What follows belongs to an exercise in optimizing a design on an open flow for small area, a short achievable clock period and few clock cycles; a production flow would make more cautious choices. RTL that was checked went through simulation tests only; none was proved equivalent to the original.

==> flow/design.v (excerpt) <==
module dehaze_top (
    input  logic        clk,
    input  logic        rst,
    input  logic        in_req,
    output logic        in_ack,
    input  logic [23:0] in_pix,      
    output logic        out_req,
    input  logic        out_ack,
    output logic [23:0] out_pix,     
    output logic        out_last
);
Size in the first run: roughly 1500 cells after synthesis, ~370 flip-flops, ~55 I/O pins, about 19000 um^2 of cells after synthesis.
export LEC_CHECK = 0
export CAP_MARGIN = 80
export CORE_MARGIN = 2
export CORE_UTILIZATION = 50
export SLEW_MARGIN = 80
create_clock -name core_clock -period 25.0 [get_ports {clk}]
run.sh (not shown) runs the stock make flow with config.mk's settings and CLKGATE_MAP_FILE= SYNTH_SCRIPT=/design/flow/synth_recipe.tcl, a recipe that flattens the netlist after the stock synthesis.
The first run finished with timing, DRC and antenna clean.
Edit:
- CAP_MARGIN: 80 -> 20
- SLEW_MARGIN: 80 -> 20
Outcome:
- The changed run ran to the end with no violations
- via count came out lower by about 2.8%
- cell count is lower by 4.1%
- clock skew fell by 8.0 ps
- utilization goes down by 3.5 points
- count of clock-buffer cells in the layout does not change
- sequential share of layout area climbs by 2.9 points
- wire length came out lower by 4.4%
- hold slack stays flat
- critical path depth drops by 3
- synthesized cell count is unchanged
- register-to-register slack got worse by 90 ps
Edit:
- ABC_CLOCK_PERIOD_IN_PS: default -> 5000
Effect:
- The new run passed the timing, design-rule and antenna checks
- clock skew does not change
- via count does not change
- sequential share of layout area is unchanged
- design area does not change
- core utilization is unchanged
- worst setup slack stays the same
- wire length does not change
Function was not checked in any run of this note: the RTL went through the layout flow alone.

========
Another version of the RTL of dehaze_top (not shown whole).
Size in the first run: roughly 1600 cells after synthesis, about 370 flip-flops, about 18000 um^2 of cells after synthesis.
Settings: LEC_CHECK=0, ABC_AREA=1, CAP_MARGIN=50, CORE_MARGIN=2, CORE_UTILIZATION=60, CTS_CLUSTER_DIAMETER=100, CTS_CLUSTER_SIZE=30, SLEW_MARGIN=50; clock period 25.0 ns.
standard.sh (not shown) runs the stock make flow with config.mk's settings and CLKGATE_MAP_FILE= SYNTH_SCRIPT=/design/flow/synth_recipe.tcl, a recipe that flattens the netlist after the stock synthesis.
==> flow/flow/run.sh <==
#!/bin/bash
# Own flow: the standard synthesis, then the standard ORFS layout with the
# platform's delay cells kept out of buffering and resizing (they otherwise end
# up as port and wire buffers). Each step's output goes to its own log here.
set -euo pipefail
PLATFORM_DONT_USE="sky130_fd_sc_hd__probe_p_8 sky130_fd_sc_hd__probec_p_8 sky130_fd_sc_hd__lpflow_bleeder_1 sky130_fd_sc_hd__lpflow_clkbufkapwr_1 sky130_fd_sc_hd__lpflow_clkbufkapwr_16 sky130_fd_sc_hd__lpflow_clkbufkapwr_2 sky130_fd_sc_hd__lpflow_clkbufkapwr_4 sky130_fd_sc_hd__lpflow_clkbufkapwr_8 sky130_fd_sc_hd__lpflow_clkinvkapwr_1 sky130_fd_sc_hd__lpflow_clkinvkapwr_16 sky130_fd_sc_hd__lpflow_clkinvkapwr_2 sky130_fd_sc_hd__lpflow_clkinvkapwr_4 sky130_fd_sc_hd__lpflow_clkinvkapwr_8 sky130_fd_sc_hd__lpflow_decapkapwr_12 sky130_fd_sc_hd__lpflow_decapkapwr_3 sky130_fd_sc_hd__lpflow_decapkapwr_4 sky130_fd_sc_hd__lpflow_decapkapwr_6 sky130_fd_sc_hd__lpflow_decapkapwr_8 sky130_fd_sc_hd__lpflow_inputiso0n_1 sky130_fd_sc_hd__lpflow_inputiso0p_1 sky130_fd_sc_hd__lpflow_inputiso1n_1 sky130_fd_sc_hd__lpflow_inputiso1p_1 sky130_fd_sc_hd__lpflow_inputisolatch_1 sky130_fd_sc_hd__lpflow_isobufsrc_1 sky130_fd_sc_hd__lpflow_isobufsrc_16 sky130_fd_sc_hd__lpflow_isobufsrc_2 sky130_fd_sc_hd__lpflow_isobufsrc_4 sky130_fd_sc_hd__lpflow_isobufsrc_8 sky130_fd_sc_hd__lpflow_isobufsrckapwr_16 sky130_fd_sc_hd__lpflow_lsbuf_lh_hl_isowell_tap_1 sky130_fd_sc_hd__lpflow_lsbuf_lh_hl_isowell_tap_2 sky130_fd_sc_hd__lpflow_lsbuf_lh_hl_isowell_tap_4 sky130_fd_sc_hd__lpflow_lsbuf_lh_isowell_4 sky130_fd_sc_hd__lpflow_lsbuf_lh_isowell_tap_1 sky130_fd_sc_hd__lpflow_lsbuf_lh_isowell_tap_2 sky130_fd_sc_hd__lpflow_lsbuf_lh_isowell_tap_4"
DELAY_CELLS="sky130_fd_sc_hd__clkdlybuf4s15_1 sky130_fd_sc_hd__clkdlybuf4s15_2 sky130_fd_sc_hd__clkdlybuf4s18_1 sky130_fd_sc_hd__clkdlybuf4s18_2 sky130_fd_sc_hd__clkdlybuf4s25_1 sky130_fd_sc_hd__clkdlybuf4s25_2 sky130_fd_sc_hd__clkdlybuf4s50_1 sky130_fd_sc_hd__clkdlybuf4s50_2 sky130_fd_sc_hd__dlygate4sd1_1 sky130_fd_sc_hd__dlygate4sd2_1 sky130_fd_sc_hd__dlygate4sd3_1 sky130_fd_sc_hd__dlymetal6s2s_1 sky130_fd_sc_hd__dlymetal6s4s_1 sky130_fd_sc_hd__dlymetal6s6s_1"
bash standard.sh synth > synth.log 2>&1
bash standard.sh "DONT_USE_CELLS=$PLATFORM_DONT_USE $DELAY_CELLS" finish > layout.log 2>&1
test -s out/final.def
The first run passed the timing, design-rule and antenna checks.
Testbench counts at the start, summed over its fixed seeds: cycles 8,352.
Change:
--- a/flow/config.mk
+++ b/flow/config.mk
@@ -11 +11 @@
-export CORE_UTILIZATION = 60
+export CORE_UTILIZATION = 75
- maximum frequency hardly moves
- count of clock-buffer cells in the layout grows by 6
- cell area falls slightly
- die area is lower by about a fifth
- wire length increases by roughly a tenth
- hold slack is better by 0.0070 ns
- register-to-register slack gets worse by 0.05 ns
- core utilization goes up by 16 points
- clock skew drops by 0.0035 ns
Change:
--- a/flow/config.mk
+++ b/flow/config.mk
@@ -11 +11 @@
-export CORE_UTILIZATION = 75
+export CORE_UTILIZATION = 70
The changed run finished with timing, DRC and antenna clean. Cell count came out higher by 0.51%. Routed wire length came out lower by 6.3%. Critical path depth stays the same. Final area hardly moves. Utilization came out lower by 5.5 points. Setup slack gains 0.011 ns. Non-clock buffer count came out lower by 1. Clock skew came out higher by 0.021 ns.

========
cedar:
dehaze_top, a different RTL version from the one above (not shown whole).
For scale: about 55 I/O pins, ~20000 sq um of cells after synthesis.
clock: 25.0 ns
lec_check: 0
cap_margin: 50
core_margin: 2
core_utilization: 70
cts_cluster_diameter: 60
cts_cluster_size: 25
slew_margin: 50
Scripts as last shown in full above: flow/flow/run.sh
### cedar -> violet
Settings: a deleted CTS_CLUSTER_SIZE that had been 25; a deleted CTS_CLUSTER_DIAMETER that had been 60.
First-pass GRT wire length ends up higher on violet.
[compare] base=cedar new=violet: met2 wirelength from detailed routing increased about 5%; H-tree depth now larger; fraction of layout cells with a size suffix above 1 went up 0.67 points.
Changes observed in violet relative to cedar: die area was more or less identical; sequential share of cell area shows a reduction of 0.65 points.
Looking at top layer reached by signal wires, the met5 result is from cedar; the met4 one comes from violet.
The flow did not stop early for violet: all stages ran, and the layout cleared the timing, design-rule and antenna checks.
No functional check of the RTL was part of any run of this note.

========
dehaze_top, a different RTL version from the one above (not shown whole).
Size in the first run: roughly 370 flip-flops, roughly 55 I/O pins, ~20,000 µm² of cells after synthesis.
// dehaze_top
module dehaze_top (
    input  logic        clk,
    input  logic        rst,
    input  logic        in_req,
    output logic        in_ack,
    input  logic [23:0] in_pix,      
    output logic        out_req,
    input  logic        out_ack,
    output logic [23:0] out_pix,     
    output logic        out_last
);
export LEC_CHECK = 0
export CAP_MARGIN = 50
export CORE_MARGIN = 2
export CORE_UTILIZATION = 70
export SLEW_MARGIN = 50
create_clock -name core_clock -period 25.0 [get_ports {clk}]
Scripts as last shown in full above: flow/flow/run.sh
Change:
==> flow/run.sh (new file) <==
#!/bin/bash
# synth_recipe.tcl (not shown) runs the flow's synth.tcl, then flattens the netlist and writes it again
# the make line also repeats each setting of config.mk as NAME=value (left out here)
make -C /OpenROAD-flow-scripts/flow DESIGN_CONFIG=/design/flow/config.mk WORK_HOME=/design/flow/orfs CLKGATE_MAP_FILE= SYNTH_SCRIPT=/design/flow/synth_recipe.tcl finish
Settings changed: CAP_MARGIN 50 to 80, SLEW_MARGIN 50 to 80.
removed: flow/flow/run.sh
removed: flow/standard.sh
Die area does not change.
Design area went up by about 10%.
Final cell count went up by 5.2%.
Worst setup slack is worse by 83 ps.
Change:
==> flow/flow/run.sh (new file) <==
#!/bin/bash
# Own flow: the standard synthesis, then the standard ORFS layout with the
# platform's delay cells kept out of buffering and resizing (they otherwise end
# up as port and wire buffers). Each step's output goes to its own log here.
set -euo pipefail
PLATFORM_DONT_USE="sky130_fd_sc_hd__probe_p_8 sky130_fd_sc_hd__probec_p_8 sky130_fd_sc_hd__lpflow_bleeder_1 sky130_fd_sc_hd__lpflow_clkbufkapwr_1 sky130_fd_sc_hd__lpflow_clkbufkapwr_16 sky130_fd_sc_hd__lpflow_clkbufkapwr_2 sky130_fd_sc_hd__lpflow_clkbufkapwr_4 sky130_fd_sc_hd__lpflow_clkbufkapwr_8 sky130_fd_sc_hd__lpflow_clkinvkapwr_1 sky130_fd_sc_hd__lpflow_clkinvkapwr_16 sky130_fd_sc_hd__lpflow_clkinvkapwr_2 sky130_fd_sc_hd__lpflow_clkinvkapwr_4 sky130_fd_sc_hd__lpflow_clkinvkapwr_8 sky130_fd_sc_hd__lpflow_decapkapwr_12 sky130_fd_sc_hd__lpflow_decapkapwr_3 sky130_fd_sc_hd__lpflow_decapkapwr_4 sky130_fd_sc_hd__lpflow_decapkapwr_6 sky130_fd_sc_hd__lpflow_decapkapwr_8 sky130_fd_sc_hd__lpflow_inputiso0n_1 sky130_fd_sc_hd__lpflow_inputiso0p_1 sky130_fd_sc_hd__lpflow_inputiso1n_1 sky130_fd_sc_hd__lpflow_inputiso1p_1 sky130_fd_sc_hd__lpflow_inputisolatch_1 sky130_fd_sc_hd__lpflow_isobufsrc_1 sky130_fd_sc_hd__lpflow_isobufsrc_16 sky130_fd_sc_hd__lpflow_isobufsrc_2 sky130_fd_sc_hd__lpflow_isobufsrc_4 sky130_fd_sc_hd__lpflow_isobufsrc_8 sky130_fd_sc_hd__lpflow_isobufsrckapwr_16 sky130_fd_sc_hd__lpflow_lsbuf_lh_hl_isowell_tap_1 sky130_fd_sc_hd__lpflow_lsbuf_lh_hl_isowell_tap_2 sky130_fd_sc_hd__lpflow_lsbuf_lh_hl_isowell_tap_4 sky130_fd_sc_hd__lpflow_lsbuf_lh_isowell_4 sky130_fd_sc_hd__lpflow_lsbuf_lh_isowell_tap_1 sky130_fd_sc_hd__lpflow_lsbuf_lh_isowell_tap_2 sky130_fd_sc_hd__lpflow_lsbuf_lh_isowell_tap_4"
DELAY_CELLS="sky130_fd_sc_hd__clkdlybuf4s15_1 sky130_fd_sc_hd__clkdlybuf4s15_2 sky130_fd_sc_hd__clkdlybuf4s18_1 sky130_fd_sc_hd__clkdlybuf4s18_2 sky130_fd_sc_hd__clkdlybuf4s25_1 sky130_fd_sc_hd__clkdlybuf4s25_2 sky130_fd_sc_hd__clkdlybuf4s50_1 sky130_fd_sc_hd__clkdlybuf4s50_2 sky130_fd_sc_hd__dlygate4sd1_1 sky130_fd_sc_hd__dlygate4sd2_1 sky130_fd_sc_hd__dlygate4sd3_1 sky130_fd_sc_hd__dlymetal6s2s_1 sky130_fd_sc_hd__dlymetal6s4s_1 sky130_fd_sc_hd__dlymetal6s6s_1"
bash standard.sh synth > synth.log 2>&1
bash standard.sh "DONT_USE_CELLS=$PLATFORM_DONT_USE $DELAY_CELLS" finish > layout.log 2>&1
test -s out/final.def
==> flow/standard.sh (new file) <==
#!/bin/bash
# synth_recipe.tcl (not shown) runs the flow's synth.tcl, then flattens the netlist and writes it again
# the make line also repeats each setting of config.mk as NAME=value (left out here)
make -C /OpenROAD-flow-scripts/flow DESIGN_CONFIG=/design/flow/config.mk WORK_HOME=/design/flow/orfs CLKGATE_MAP_FILE= SYNTH_SCRIPT=/design/flow/synth_recipe.tcl "${@:-finish}"
Settings changed: CAP_MARGIN 80 to 20, SLEW_MARGIN 80 to 20.
removed: flow/run.sh
Result: The changed run went through all stages and came out clean; final area came out lower by about 10%; clock skew increases by 10 ps; cell count is lower by about 5%; count of clock-buffer cells in the layout came out lower by 3; flip-flop and latch count does not change; die area does not change; non-clock buffer count shrinks by 109; synthesized area does not change.
No run of this note included a check of the RTL's function; only the layout flow was run.

-- static timing again, ports no longer ideal --
The flow's constraints put no driver on any port. The routed layouts listed below were extracted and timed again, unchanged, in two steps.
Step 1 sets driving cells, clkbuf_16 on the clock port and buf_2 on the other inputs (assumed; they add their load-dependent delay and slew).
Step 2 moves the port delays by t, midway between the first and last clock arrival at a register: inputs arrive t later, outputs are due t later. That takes back most of the time a late clock gives input paths.
a / b / c = ideal ports / drivers / drivers and shift; a / b = the first two.
run	t, ns	slack for setup (ns)	hold WS [ns]	worst register clock-pin slew, ns	worst slew at a driven data input, ns
the first run of note 1	0.569	16.764 / 16.794 / 16.225	0.402 / 0.402 / 0.402	0.06 / 0.06	0.04
the second run of note 1	0.565	15.490 / 15.516 / 14.952	0.404 / 0.404 / 0.404	0.06 / 0.06	0.04
the third run of note 1	0.565	15.490 / 15.516 / 14.952	0.404 / 0.404 / 0.404	0.06 / 0.06	0.04
the first run of note 2	0.558	18.942 / 18.892 / 19.153	0.412 / 0.412 / 0.412	0.11 / 0.11	0.03
the second run of note 2	0.563	18.925 / 18.878 / 19.177	0.419 / 0.419 / 0.419	0.12 / 0.12	0.03
the third run of note 2	0.557	18.936 / 18.886 / 19.051	0.406 / 0.406 / 0.406	0.12 / 0.12	0.03
cedar	0.616	18.720 / 18.666 / 18.312	0.404 / 0.404 / 0.404	0.10 / 0.10	0.05
violet	0.594	18.676 / 18.624 / 18.288	0.416 / 0.416 / 0.416	0.07 / 0.07	0.06
the first run of note 4	0.576	18.115 / 18.115 / 17.864	0.412 / 0.412 / 0.412	0.07 / 0.07	0.03
the second run of note 4	0.592	18.032 / 18.058 / 17.466	0.413 / 0.413 / 0.413	0.07 / 0.07	0.05
the third run of note 4	0.571	17.560 / 17.560 / 17.498	0.398 / 0.398 / 0.398	0.07 / 0.07	0.03
After both steps every run listed still meets setup and hold. The setup slack of the second run of note 4, which loses most, moves by +0.026 ns with the drivers and by -0.566 ns with both steps.
